This design comes from an exercise in tuning for small area, a short achievable clock period and few clock cycles per item on the open sky130 flow, not from production work. Function was checked by simulation only, so behaviour that the tests miss may differ from the original. Power is estimated from default activity; no workload was simulated.

## run K
// iir_biquad_tdm
module iir_biquad_tdm (
  input  logic               clk,
  input  logic               reset,
  input  logic               in_valid,
  output logic               in_ready,
  input  logic [1:0]         in_ch,
  input  logic [16:0]        x,
  input  logic               coef_we,
  input  logic [2:0]         coef_sel,
  input  logic [16:0]        coef_data,
  output logic               out_valid,
  output logic [1:0]         out_ch,
  output logic [16:0]        y,
  output logic               ovf
);
Size: ~4500 cells after synthesis, about 65 I/O pins.
Settings: LEC_CHECK=0, CAP_MARGIN=20, CORE_MARGIN=2, CORE_UTILIZATION=40, CTS_CLUSTER_DIAMETER=90, CTS_CLUSTER_SIZE=30, SLEW_MARGIN=20; clock period 13.0 ns.
standard.sh (not shown) runs the stock make flow with config.mk's settings and CLKGATE_MAP_FILE= SYNTH_SCRIPT=/design/flow/synth_recipe.tcl, a recipe that flattens the netlist after the stock synthesis.
==> flow/flow/run.sh <==
#!/bin/bash
# Standard ORFS layout with three changes to how it is made:
#  - after the standard synthesis, flow/invopt.py re-chooses the polarity of
#    each full adder (and of some two-level gates) to cancel the inverters
#    synthesis leaves between adders; the logic and registers are unchanged;
#  - the port buffers use a plain buffer cell instead of a delay buffer;
#  - the timing repair aims below the clock period (setup margin).
# Each tool's output goes to a log file of its own in this folder.
set -euo pipefail
cd "$(dirname "$0")/.."
KNOBS=(BUFFER_PORTS_ARGS="-buffer_cell sky130_fd_sc_hd__buf_4" SETUP_SLACK_MARGIN=9.3)
RES="$PWD/orfs/results/sky130hd/iir_biquad_tdm/base"
bash standard.sh "${KNOBS[@]}" "$RES/1_2_yosys.v" > flow_synth.log 2>&1
cp "$RES/1_2_yosys.v" yosys_netlist.v
python3 flow/invopt.py yosys_netlist.v "$RES/1_2_yosys.v" > invopt.log 2>&1
bash standard.sh "${KNOBS[@]}" finish > flow_make.log 2>&1
Other scripts of this flow, unchanged in this note and not shown: flow/flow/invopt.py
Run K was carried through to the last stage, and its layout satisfied the timing, DRC and antenna checks.
Testbench counts of run K, summed over its fixed seeds: cycles 4,256, items 4,096.
Input changes introduced in run H (baseline for comparison: run K):
--- a/flow/flow/run.sh
+++ b/flow/flow/run.sh
@@ -11 +11 @@
-KNOBS=(BUFFER_PORTS_ARGS="-buffer_cell sky130_fd_sc_hd__buf_4" SETUP_SLACK_MARGIN=9.3)
+KNOBS=(BUFFER_PORTS_ARGS="-buffer_cell sky130_fd_sc_hd__buf_4" SETUP_SLACK_MARGIN=9.4)
--- a/flow/config.mk
+++ b/flow/config.mk
@@ -11,2 +11,2 @@
-export CTS_CLUSTER_DIAMETER = 90
-export CTS_CLUSTER_SIZE = 30
+export CTS_CLUSTER_DIAMETER = 80
+export CTS_CLUSTER_SIZE = 26
## What came out
In the flow results for run H and run K, the met2 track demand over resource is smaller on run H.
When run H is measured against run K, its share of power burned in the clock network turns out 0.6 points higher.
Of the two values seen for end point of the critical path, y[10] was produced by run K and y[15] by run H.
Comparing worst setup slack for run H and run K, the smaller number came from run K.
Taking run K as the reference, in run H post-layout instance area now sits higher; final critical-path share of the clock period now sits at about the same level; power now sits higher; register share of the cell area now sits lower.
Run K → run H: met3 routing resource usage after global routing decreased by 0.20 points relative to the old numbers; count of routing violations after the opening detailed-route iteration went up; transition time at the pin with the least slew margin went down by 0.0035 ns.

== v2 ==
iir_biquad_tdm, a different RTL version from the one above (not shown whole).
For scale: roughly 4900 cells after synthesis, ~65 I/O pins, ~54000 µm² of cells after synthesis.
Settings: LEC_CHECK=0, ABC_AREA=1, CAP_MARGIN=20, CORE_MARGIN=2, CORE_UTILIZATION=40, CTS_CLUSTER_DIAMETER=90, CTS_CLUSTER_SIZE=30, SLEW_MARGIN=20; clock period 13.0 ns.
==> flow/flow/run.sh <==
#!/bin/bash
# Standard ORFS layout with three changes to how it is made:
#  - after the standard synthesis, flow/invopt.py re-chooses the polarity of
#    each full adder (and of some two-level gates) to cancel the inverters
#    synthesis leaves between adders; the logic and registers are unchanged;
#  - the port buffers use a plain buffer cell instead of a delay buffer;
#  - the timing repair aims below the clock period (setup margin).
# Each tool's output goes to a log file of its own in this folder.
set -euo pipefail
cd "$(dirname "$0")/.."
KNOBS=(BUFFER_PORTS_ARGS="-buffer_cell sky130_fd_sc_hd__buf_4" SETUP_SLACK_MARGIN=9.3)
RES="$PWD/orfs/results/sky130hd/iir_biquad_tdm/base"
bash standard.sh "${KNOBS[@]}" "$RES/1_2_yosys.v" > flow_synth.log 2>&1
cp "$RES/1_2_yosys.v" yosys_netlist.v
python3 flow/invopt.py yosys_netlist.v "$RES/1_2_yosys.v" > invopt.log 2>&1
bash standard.sh "${KNOBS[@]}" finish > flow_make.log 2>&1
Other scripts of this flow, unchanged in this note and not shown: flow/flow/invopt.py
Testbench counts of v2, summed over its fixed seeds: cycles 4,256, items 4,096.
For v18, these inputs were changed with respect to v2:
- ABC_AREA no longer set, was 1
--- a/flow/flow/run.sh
+++ b/flow/flow/run.sh
@@ -10,3 +10,3 @@
 cd "$(dirname "$0")/.."
-KNOBS=(BUFFER_PORTS_ARGS="-buffer_cell sky130_fd_sc_hd__buf_4" SETUP_SLACK_MARGIN=9.3)
+KNOBS=(BUFFER_PORTS_ARGS="-buffer_cell sky130_fd_sc_hd__buf_4" SETUP_SLACK_MARGIN=9.22)
 RES="$PWD/orfs/results/sky130hd/iir_biquad_tdm/base"
==> comparison <==
- v2 has completed all stages; timing, DRC and antenna checks passed.
- v18 ended with every stage complete and zero timing, DRC or antenna violations.
- v18 gives less met2 demand-to-capacity share in global routing than v2 did.
- v18 — count of inverters not on the clock network in the layout 160 lower, v2 as reference
- Relative slew slack down 8.8 points in v18 wrt v2
- Against v2, v18 comes in 12 ps lower on minimum clock period.
- Of v18 and v2, it is v18 that has the higher transition time at the pin with the least slew margin.
- Per the comparison of v18 with v2, synthesized cell count now smaller, combinational share of power now smaller, growth of design area from synthesis to finish now smaller.
- Row sequential portion of the cell area: v18 higher / v2 lower
- Comparing v2 and v18, setup slack is higher on v18.
- Comparing v2 against v18, there is no change at all in setup TNS.
Input changes introduced in v32 (baseline for comparison: v18):
- CTS_CLUSTER_DIAMETER changed from 90 to 80
- CTS_CLUSTER_SIZE changed from 30 to 26
--- a/flow/flow/run.sh
+++ b/flow/flow/run.sh
@@ -10,3 +10,3 @@
 cd "$(dirname "$0")/.."
-KNOBS=(BUFFER_PORTS_ARGS="-buffer_cell sky130_fd_sc_hd__buf_4" SETUP_SLACK_MARGIN=9.22)
+KNOBS=(BUFFER_PORTS_ARGS="-buffer_cell sky130_fd_sc_hd__buf_4" SETUP_SLACK_MARGIN=9.3)
 RES="$PWD/orfs/results/sky130hd/iir_biquad_tdm/base"
Results
- Leakage power figure delta for v32 relative to v18: 0.20 nW higher
- v18 → v32: number of gates resized after cts now larger, total power of the final layout now larger, detailed-route wire length went down by about 0.7%, utilization moved up, met1 layer wirelength in the final routing -about 2.2%.
- Synthesized cell count came out exactly the same in v32 and v18.
- Compared with v18, in v32 first-iteration DRC count has increased; final worst slack increased 16 ps.

## re-timing with driven ports
The results above use ideal ports. As a check the final layouts listed here were re-extracted and re-timed, cells and wires unchanged. Step 1, drivers: a clkbuf_16 drives clk and a buf_2 each remaining input, both assumed. Step 2 moves the port delays by t, midway between the first and last clock arrival at a register: inputs arrive t later, outputs are due t later. That takes back most of the time a late clock gives input paths. a / b / c = ideal / step 1 / step 2; a / b = the first two.
run	t, ns	slack for setup (ns)	clock arrival spread, ns	pins driven straight from the clock port
run K	0.697	9.306 / 9.236 / 8.596	0.050 / 0.051	1
run H	0.691	9.317 / 9.245 / 8.836	0.054 / 0.054	1
v2	0.699	9.257 / 9.184 / 8.775	0.052 / 0.052	1
v18	0.687	9.269 / 9.197 / 8.726	0.052 / 0.052	1
v32	0.695	9.285 / 9.220 / 8.714	0.050 / 0.051	1
After both steps every run listed still meets setup and hold. The setup slack of run K, which loses most, moves by -0.070 ns with the drivers and by -0.710 ns with both steps.
